Source: an optimization exercise on an open RTL-to-GDS flow (aim: small area, a short achievable clock period and few clock cycles per item). Production flows keep margins and buffers that such runs may drop. RTL that was checked went through simulation tests only; none was proved equivalent to the original. Power and IR drop assume default switching activity.

==> run a <==
==> flow/design.v (excerpt) <==
module encoder_speed_and_ramped_setpoint_core (
  input  logic clk,
  input  logic rst,
  input  logic psel,
  input  logic penable,
  input  logic pwrite,
  input  logic [4:0] paddr,
  input  logic [31:0] pwdata,
  output logic [31:0] prdata,
  output logic pready,
  input  logic in_valid,
  output logic in_ready,
  input  logic signed [31:0] encoder_count,
  input  logic [31:0] time_ms,
  input  logic signed [16:0] target_speed_mm_s,
  output logic out_valid,
  input  logic out_ready,
  output logic signed [23:0] measured_speed_mm_s,
  output logic signed [20:0] measured_scaled,
  output logic signed [16:0] ramped_speed_mm_s,
  output logic signed [10:0] setpoint_scaled
);
clock: 8.0 ns
lec_check: 0
cap_margin: 20
core_margin: 2
core_utilization: 40
setup_slack_margin: 3.4
slew_margin: 20
run.sh (not shown) runs the stock make flow with config.mk's settings and CLKGATE_MAP_FILE= SYNTH_SCRIPT=/design/flow/synth_recipe.tcl, a recipe that flattens the netlist after the stock synthesis.
==> run b: changes against run a <==
--- a/flow/design.v
+++ b/flow/design.v
@@ -210,15 +210,16 @@
       dt_bor <= dt_dig4[3];
       rdt_bor <= rdt_dig4[3];
       if (dt_dig != 3'd0) s1_dz <= 1'b0;
     end
   end
   logic [57:0] x_fin;
-  logic [49:0] d_fin;
+  logic [49:0] d_fin, p_fin;
   assign x_fin = {mx_sum[27:3], mx_sum[2:0], mx_lo[32:3]};
   assign d_fin = {md_sum[19:3], md_sum[2:0], md_lo[32:3]};
+  assign p_fin = {mp_sum[19:3], mp_sum[2:0], mp_lo[32:3]};
   logic a_busy, a_first;
   logic [3:0] a_cnt;
   logic a_last, a_step, a_fire;
   logic [47:0] a_r, a_d;
   logic [22:0] a_q;
   logic a_neg, a_dz, a_ovf;
@@ -281,15 +282,15 @@
     if (s1_fire) begin
       a_r <= {13'd0, x_fin[57:23]};
       a_q <= x_fin[22:0];
       a_d <= d_fin[47:0];
       a_neg <= s1_neg;
       a_dz <= s1_dz & (dt_dig == 3'd0);
-      st_r <= {1'b0, mp_lo[29:21]};
-      st_q <= mp_lo[20:3];
-      st_sat <= (mp_hi != 17'd0) || (mp_lo[32:30] != 3'd0) || (rdt_dig != 3'd0);
+      st_r <= {1'b0, p_fin[26:18]};
+      st_q <= p_fin[17:0];
+      st_sat <= (p_fin[49:27] != 23'd0);
       a_tgt <= (target_speed_mm_s == -17'sd65536) ? -17'sd65535 : target_speed_mm_s;
     end else if (a_step) begin
       a_r <= a_rn;
       a_q <= {a_q[21:0], a_ge};
       if (a_first) begin
         a_ovf <= a_cmp;
@@ -440,22 +441,24 @@
       ms_rn = ms_d1[15:0];
     end else begin
       ms_g = 2'd0;
       ms_rn = ms_t[15:0];
     end
   end
+  logic ms_ovf_now;
   logic [18:0] ms_h;
   logic [18:0] ms_hneg;
   logic signed [20:0] ms_final;
+  assign ms_ovf_now = s3_first ? (ms_r >= {3'd0, max_speed_mm_s}) : ms_ovf;
   assign ms_h = {1'b0, ms_q[17:0]};
   assign ms_hneg = -ms_h;
   always_comb begin
     if (max_speed_mm_s == 16'd0) ms_final = -21'sd256;
     else if (!measured_speed_mm_s[23])
-      ms_final = ms_ovf ? 21'sh0fffff : $signed({ms_h, ms_g});
-    else if (ms_ovf)
+      ms_final = ms_ovf_now ? 21'sh0fffff : $signed({ms_h, ms_g});
+    else if (ms_ovf_now)
       ms_final = 21'sh100000;
     else if (ms_g == 2'd0)
       ms_final = $signed({ms_hneg, 2'b00});
     else
       ms_final = $signed({~ms_h, 2'(-ms_g)});
   end
@@ -487,13 +490,13 @@
       ramped_speed_mm_s <= b_ramp;
       setpoint_scaled <= ss_val;
       ms_r <= y_full[30:12];
       measured_scaled <= {1'b0, y_full[11:0], 8'd0};
     end else if (s3_busy) begin
       ms_r <= {3'd0, ms_rn};
-      if (s3_first) ms_ovf <= (ms_r >= {3'd0, max_speed_mm_s});
+      if (s3_first) ms_ovf <= ms_ovf_now;
       if (s3_cnt == 4'd9) measured_scaled <= ms_final;
       else measured_scaled[19:0] <= {ms_q[17:0], ms_g};
     end
   end
 endmodule
 `default_nettype wire
CORE_UTILIZATION = 55   (was 40)
SETUP_SLACK_MARGIN = 3.6   (was 3.4)
==> qor summary <==
Area share of the largest cell type after synthesis: run b 26.40%; run a 26.19%
Detailed Route Iter0 Violations: run b 3596; run a 3881
Total clock buffers created by CTS: run b 95; run a 97
Fraction of area in non-clock buffers: run b 6.608%; run a 5.958%
Hold Path Origin: run b b_ramp[8]; run a b_ramp[10]
Headroom to the max-slew limit: run b 24.21%; run a 26.93%
Part of the Yosys area used for sequential elements: run b 37.54%; run a 37.25%
Final worst slack: run b 2.214 ns; run a 2.855 ns
Simple-gate portion of the synthesized area: run b 15.93%; run a 16.51%
Leakage power: run b 0.02794 uW; run a 0.02748 uW
Beginning of the worst register-to-register path: run b measured_scaled[18]; run a s1_sgn
Via count: run b 47.07k; run a 47.41k
Final Total Pwr: run b 11120 uW; run a 11070 uW
Multi-input logic portion of the cell area: run b 51.29%; run a 51.20%
Status: run b timing/DRC/antenna clean; run a timing/DRC/antenna clean
Maximum cell stage delay along the critical path: run b 0.45 ns; run a 0.52 ns
Cells after Synth: run b 6270; run a 6324
Depth of the worst register-to-register path: run b 23; run a 22
Number of unique standard cell types used by synthesis: run b 87; run a 97
End of the worst register-to-register path: run b measured_scaled[19]; run a a_r[33]
Function was not checked in any run of this note: the RTL went through the layout flow alone.

---

==> build 94: inputs <==
encoder_speed_and_ramped_setpoint_core, a different RTL version from the one above (not shown whole).
## encoder_speed_and_ramped_setpoint_core
module encoder_speed_and_ramped_setpoint_core (
  input  logic clk,
  input  logic rst,
  input  logic psel,
  input  logic penable,
  input  logic pwrite,
  input  logic [4:0] paddr,
  input  logic [31:0] pwdata,
  output logic [31:0] prdata,
  output logic pready,
  input  logic in_valid,
  output logic in_ready,
  input  logic signed [31:0] encoder_count,
  input  logic [31:0] time_ms,
  input  logic signed [16:0] target_speed_mm_s,
  output logic out_valid,
  input  logic out_ready,
  output logic signed [23:0] measured_speed_mm_s,
  output logic signed [20:0] measured_scaled,
  output logic signed [16:0] ramped_speed_mm_s,
  output logic signed [10:0] setpoint_scaled
);
make LEC_CHECK=0 CAP_MARGIN=20 CORE_MARGIN=2 CORE_UTILIZATION=40 SETUP_SLACK_MARGIN=3.4 SLEW_MARGIN=20 finish   # period 8.0 ns
==> inputs of build 79, as changes to build 94 <==
--- a/flow/design.v
+++ b/flow/design.v
@@ -1,27 +1,28 @@
 `default_nettype none
 package esr_pkg;
   localparam logic [10:0] MS_PER_S = 11'd1000;
 endpackage
 `default_nettype wire
 `default_nettype none
-module esr_sub #(
+module esr_add #(
   parameter int W = 8
 ) (
   input  logic [W-1:0] a,
   input  logic [W-1:0] b,
-  output logic [W-1:0] d,
-  output logic ge
+  input  logic ci,
+  output logic [W-1:0] s,
+  output logic co
 );
-  localparam int L = $clog2(W + 1);
+  localparam int L = (W < 2) ? 1 : (W < 4) ? 2 : (W < 8) ? 3 : (W < 16) ? 4 : (W < 32) ? 5 : (W < 64) ? 6 : 7;
   logic [W-1:0] g0, p0;
   logic [W:0] gl [0:2*L];
   logic [W:0] pl [0:2*L];
-  assign g0 = a & ~b;
-  assign p0 = a ^ ~b;
-  assign gl[0] = {g0, 1'b1};
+  assign g0 = a & b;
+  assign p0 = a ^ b;
+  assign gl[0] = {g0, ci};
   assign pl[0] = {p0, 1'b0};
   for (genvar l = 0; l < L; l++) begin : g_up
     for (genvar i = 0; i <= W; i++) begin : g_bit
       if (((i + 1) % (2 << l)) == 0) begin : g_node
         assign gl[l+1][i] = gl[l][i] | (pl[l][i] & gl[l][i-(1<<l)]);
         assign pl[l+1][i] = pl[l][i] & pl[l][i-(1<<l)];
@@ -39,14 +40,26 @@
       end else begin : g_pass
         assign gl[2*L-l][i] = gl[2*L-l-1][i];
         assign pl[2*L-l][i] = pl[2*L-l-1][i];
       end
     end
   end
-  assign d = p0 ^ gl[2*L-1][W-1:0];
-  assign ge = gl[2*L-1][W];
+  assign s = p0 ^ gl[2*L-1][W-1:0];
+  assign co = gl[2*L-1][W];
+endmodule
+`default_nettype wire
+`default_nettype none
+module esr_sub #(
+  parameter int W = 8
+) (
+  input  logic [W-1:0] a,
+  input  logic [W-1:0] b,
+  output logic [W-1:0] d,
+  output logic ge
+);
+  esr_add #(.W(W)) u_add (.a(a), .b(~b), .ci(1'b1), .s(d), .co(ge));
 endmodule
 `default_nettype wire
 `default_nettype none
 module encoder_speed_and_ramped_setpoint_core (
   input  logic clk,
   input  logic rst,
@@ -139,14 +152,17 @@
   logic s1_same;
   logic signed [33:0] u_w;
   logic signed [32:0] u_next;
   assign s1_same = (reverse == last_rev);
   assign u_w = {{2{encoder_count[31]}}, encoder_count} + {last_nh[31], last_nh, encoder_count[31]};
   assign u_next = u_w[33:1];
-  logic signed [32:0] nh_w;
-  assign nh_w = ~{encoder_count[31], encoder_count} + 33'sd1 + {32'd0, !encoder_count[31]};
+  logic s1_fix;
+  logic signed [32:0] nh_x, nh_w;
+  assign s1_fix = !s1_busy & !s1_same;
+  assign nh_x = s1_fix ? {last_nh, 1'b0} : {encoder_count[31], encoder_count};
+  assign nh_w = ~nh_x + 33'sd1 + {32'd0, !nh_x[32]};
   logic dt_bor, rdt_bor;
   logic [2:0] dt_dig, rdt_dig;
   logic [3:0] dt_cap4, rdt_cap4, dt_dig4, rdt_dig4;
   logic dig_top;
   assign dt_cap4 = {1'b0, time_ms[2:0]} - {1'b0, last_sample_time[2:0]};
   assign rdt_cap4 = {1'b0, time_ms[2:0]} - {1'b0, last_ramp_time[2:0]};
@@ -170,13 +186,13 @@
   assign mx_c2 = {((mx_p1 & mx_p2) | (mx_p1 & mx_p3) | (mx_p2 & mx_p3)), 1'b0};
   assign mx_s3 = mx_s1 ^ mx_c1 ^ mx_s2;
   assign mx_c3 = {((mx_s1 & mx_c1) | (mx_s1 & mx_s2) | (mx_c1 & mx_s2)), 1'b0};
   assign mx_s4 = mx_s3 ^ mx_c3 ^ mx_c2;
   assign mx_c4 = {((mx_s3 & mx_c3) | (mx_s3 & mx_c2) | (mx_c3 & mx_c2)), 1'b0};
   assign mx_low = {1'b0, mx_s4[3:0]} + {1'b0, mx_c4[3:0]} + {4'd0, mx_cy};
-  assign mx_add = mx_s + mx_c + {27'd0, mx_cy};
+  esr_add #(.W(28)) u_mx_add (.a(mx_s), .b(mx_c), .ci(mx_cy), .s(mx_add), .co());
   logic [19:0] md_sum, mp_sum;
   assign md_sum = {3'd0, md_hi} + (dt_dig[0] ? {4'd0, ppr_eff} : 20'd0)
                                 + (dt_dig[1] ? {3'd0, ppr_eff, 1'b0} : 20'd0)
                                 + (dt_dig[2] ? {2'd0, ppr_eff, 2'b0} : 20'd0);
   assign mp_sum = {3'd0, mp_hi} + (rdt_dig[0] ? {4'd0, max_accel_mm_s2} : 20'd0)
                                 + (rdt_dig[1] ? {3'd0, max_accel_mm_s2, 1'b0} : 20'd0)
@@ -346,14 +362,14 @@
         last_nh <= nh_w[32:1];
         last_rev <= reverse;
         last_sample_time <= {1'b0, time_ms};
       end else if (s1_step) begin
         last_sample_time <= {last_sample_time[2:0], last_sample_time[32:3]};
       end
-      if (!s1_busy && in_valid && !s1_same) begin
-        last_nh <= -last_nh;
+      if (s1_fix && in_valid) begin
+        last_nh <= nh_w[32:1];
         last_rev <= reverse;
       end
       if (s1_fire && accel_on) begin
         last_ramp_time <= {1'b0, time_ms};
       end else if (s1_step) begin
         last_ramp_time <= {last_ramp_time[2:0], last_ramp_time[32:3]};
@@ -381,14 +397,14 @@
   assign rm = ramped_speed[16] ? 17'(-ramped_speed) : 17'(ramped_speed);
   assign z_full = {rm, 8'd0} - {8'd0, rm};
   logic [16:0] ss_trial;
   logic [17:0] ss_diff;
   logic ss_ge;
   assign ss_trial = {ss_r, ss_q[10]};
-  assign ss_diff = {1'b0, ss_trial} - {2'b00, max_speed_mm_s};
-  assign ss_ge = !ss_diff[17];
+  esr_sub #(.W(17)) u_ss (.a(ss_trial), .b({1'b0, max_speed_mm_s}), .d(ss_diff[16:0]), .ge(ss_ge));
+  assign ss_diff[17] = !ss_ge;
   always_ff @(posedge clk) begin
     if (rst) begin
       b_busy <= 1'b0;
       b_done <= 1'b0;
       b_cnt <= '0;
     end else if (a_fire) begin
@@ -445,23 +461,27 @@
   logic [3:0] s3_cnt;
   logic [18:0] ms_r;
   logic ms_ovf;
   logic [19:0] ms_q;
   assign ms_q = measured_scaled[19:0];
   logic [31:0] y_full;
-  assign y_full = {spd_mag, 8'd0} - {8'd0, spd_mag};
+  esr_sub #(.W(32)) u_y (.a({spd_mag, 8'd0}), .b({8'd0, spd_mag}), .d(y_full), .ge());
   logic [17:0] ms_m3;
   logic [17:0] ms_t;
   logic [18:0] ms_d1, ms_d2, ms_d3;
   logic [1:0] ms_g;
   logic [15:0] ms_rn;
   always_ff @(posedge clk) ms_m3 <= {2'b00, max_speed_mm_s} + {1'b0, max_speed_mm_s, 1'b0};
   assign ms_t = {ms_r[15:0], ms_q[19:18]};
-  assign ms_d1 = {1'b0, ms_t} - {3'd0, max_speed_mm_s};
-  assign ms_d2 = {1'b0, ms_t} - {2'd0, max_speed_mm_s, 1'b0};
-  assign ms_d3 = {1'b0, ms_t} - {1'd0, ms_m3};
+  logic ms_ge1, ms_ge2, ms_ge3;
+  esr_sub #(.W(18)) u_ms1 (.a(ms_t), .b({2'd0, max_speed_mm_s}), .d(ms_d1[17:0]), .ge(ms_ge1));
+  esr_sub #(.W(18)) u_ms2 (.a(ms_t), .b({1'd0, max_speed_mm_s, 1'b0}), .d(ms_d2[17:0]), .ge(ms_ge2));
+  esr_sub #(.W(18)) u_ms3 (.a(ms_t), .b(ms_m3), .d(ms_d3[17:0]), .ge(ms_ge3));
+  assign ms_d1[18] = !ms_ge1;
+  assign ms_d2[18] = !ms_ge2;
+  assign ms_d3[18] = !ms_ge3;
   always_comb begin
     if (!ms_d3[18]) begin
       ms_g = 2'd3;
       ms_rn = ms_d3[15:0];
     end else if (!ms_d2[18]) begin
       ms_g = 2'd2;
Settings changed: CTS_BUF_LIST set to sky130_fd_sc_hd__clkbuf_4 sky130_fd_sc_hd__clkbuf_8, CTS_CLUSTER_SIZE set to 30, GPL_ROUTABILITY_DRIVEN set to 0, PLACE_DENSITY_LB_ADDON set to 0.2, SETUP_SLACK_MARGIN 3.4 to 3.5.
==> inputs of trial 13, as changes to build 94 <==
--- a/flow/design.v
+++ b/flow/design.v
@@ -9,13 +9,13 @@
 ) (
   input  logic [W-1:0] a,
   input  logic [W-1:0] b,
   output logic [W-1:0] d,
   output logic ge
 );
-  localparam int L = $clog2(W + 1);
+  localparam int L = (W < 2) ? 1 : (W < 4) ? 2 : (W < 8) ? 3 : (W < 16) ? 4 : (W < 32) ? 5 : (W < 64) ? 6 : 7;
   logic [W-1:0] g0, p0;
   logic [W:0] gl [0:2*L];
   logic [W:0] pl [0:2*L];
   assign g0 = a & ~b;
   assign p0 = a ^ ~b;
   assign gl[0] = {g0, 1'b1};
@@ -139,14 +139,17 @@
   logic s1_same;
   logic signed [33:0] u_w;
   logic signed [32:0] u_next;
   assign s1_same = (reverse == last_rev);
   assign u_w = {{2{encoder_count[31]}}, encoder_count} + {last_nh[31], last_nh, encoder_count[31]};
   assign u_next = u_w[33:1];
-  logic signed [32:0] nh_w;
-  assign nh_w = ~{encoder_count[31], encoder_count} + 33'sd1 + {32'd0, !encoder_count[31]};
+  logic s1_fix;
+  logic signed [32:0] nh_x, nh_w;
+  assign s1_fix = !s1_busy & !s1_same;
+  assign nh_x = s1_fix ? {last_nh, 1'b0} : {encoder_count[31], encoder_count};
+  assign nh_w = ~nh_x + 33'sd1 + {32'd0, !nh_x[32]};
   logic dt_bor, rdt_bor;
   logic [2:0] dt_dig, rdt_dig;
   logic [3:0] dt_cap4, rdt_cap4, dt_dig4, rdt_dig4;
   logic dig_top;
   assign dt_cap4 = {1'b0, time_ms[2:0]} - {1'b0, last_sample_time[2:0]};
   assign rdt_cap4 = {1'b0, time_ms[2:0]} - {1'b0, last_ramp_time[2:0]};
@@ -346,14 +349,14 @@
         last_nh <= nh_w[32:1];
         last_rev <= reverse;
         last_sample_time <= {1'b0, time_ms};
       end else if (s1_step) begin
         last_sample_time <= {last_sample_time[2:0], last_sample_time[32:3]};
       end
-      if (!s1_busy && in_valid && !s1_same) begin
-        last_nh <= -last_nh;
+      if (s1_fix && in_valid) begin
+        last_nh <= nh_w[32:1];
         last_rev <= reverse;
       end
       if (s1_fire && accel_on) begin
         last_ramp_time <= {1'b0, time_ms};
       end else if (s1_step) begin
         last_ramp_time <= {last_ramp_time[2:0], last_ramp_time[32:3]};
Settings changed: SETUP_SLACK_MARGIN 3.4 to 3.7.
==> flow_metrics.tcl <==
set metrics [dict create \
    outcome "timing/DRC/antenna clean" \
    ant_nets 0 \
    seqPwrFrac_pct 44.4 \
    multi_input_area_um2 35000 \
    clk-power_mw 4.90 \
    antenna_found_initial 14 \
    core_um2 148000 \
]
Source of the figures above: build 79

==> flow_metrics.tcl <==
set metrics [dict create \
    busiest_layer "met2" \
    synth_top_area_share_pct 25.1 \
    ant_nets 1 \
    check-failures "antenna rules" \
    antenna_found_initial 10 \
    seqPwrFrac_pct 43.4 \
    outcome "complete, but fails checks" \
    multi_input_area_um2 35800 \
    core_um2 150000 \
    dp_slack_ns 1.68 \
    register_area_um2 22100 \
    routed_wl_um 180000 \
]
Source of the figures above: trial 13

==> flow_metrics.tcl <==
set metrics [dict create \
    ant_nets 0 \
    p_seq_mw 4.93 \
    drc 0 \
    antenna_found_initial 4 \
    final-clk-cell-share_pct 5.09 \
    area_delta_synth_final_pct 13.4 \
    outcome "timing/DRC/antenna clean" \
    multi_input_area_um2 34900 \
    core_um2 149000 \
    clk-power_mw 4.78 \
    seqPwrFrac_pct 44.7 \
    cts.sinks 852 \
]
Source of the figures above: build 94

Testbench counts of trial 13, summed over its fixed seeds: cycles 24,204, items 1,920.
No functional check of the RTL was part of build 94 and build 79.

## port drivers added, routing unchanged
The flow's constraints put no driver on any port. The routed layouts listed below were extracted and timed again, unchanged, in two steps. Step 1 (the two cells are an assumption about what drives the block):
set clk [get_ports {clk}]
set_driving_cell -lib_cell sky130_fd_sc_hd__clkbuf_16 $clk
set_driving_cell -lib_cell sky130_fd_sc_hd__buf_2 [delete_from_list [all_inputs] $clk]
Step 2 adds t to the input delays and takes it off the output delays; t is the mean of the earliest and latest rising clock arrival at the registers after step 1. Input paths then give back, and output paths get back, about the clock's delay inside the block. Three values: no drivers, after step 1, after step 2; two values: the first two.
run	t, ns	setup WS [ns]	worst hold slack (ns)	clock arrival spread, ns
run a	0.791	2.855 / 2.855 / 2.607	0.416 / 0.416 / 0.416	0.046 / 0.046
run b	0.768	2.214 / 2.214 / 2.214	0.419 / 0.419 / 0.419	0.023 / 0.023
build 94	0.795	3.404 / 3.377 / 2.896	0.414 / 0.414 / 0.414	0.053 / 0.053
build 79	0.982	3.426 / 3.328 / 2.732	0.413 / 0.413 / 0.413	0.065 / 0.065
trial 13	0.805	3.466 / 3.409 / 3.083	0.408 / 0.408 / 0.408	0.044 / 0.044
For build 79, which loses most, drivers alone change the setup slack by -0.098 ns; drivers and shift together by -0.694 ns.
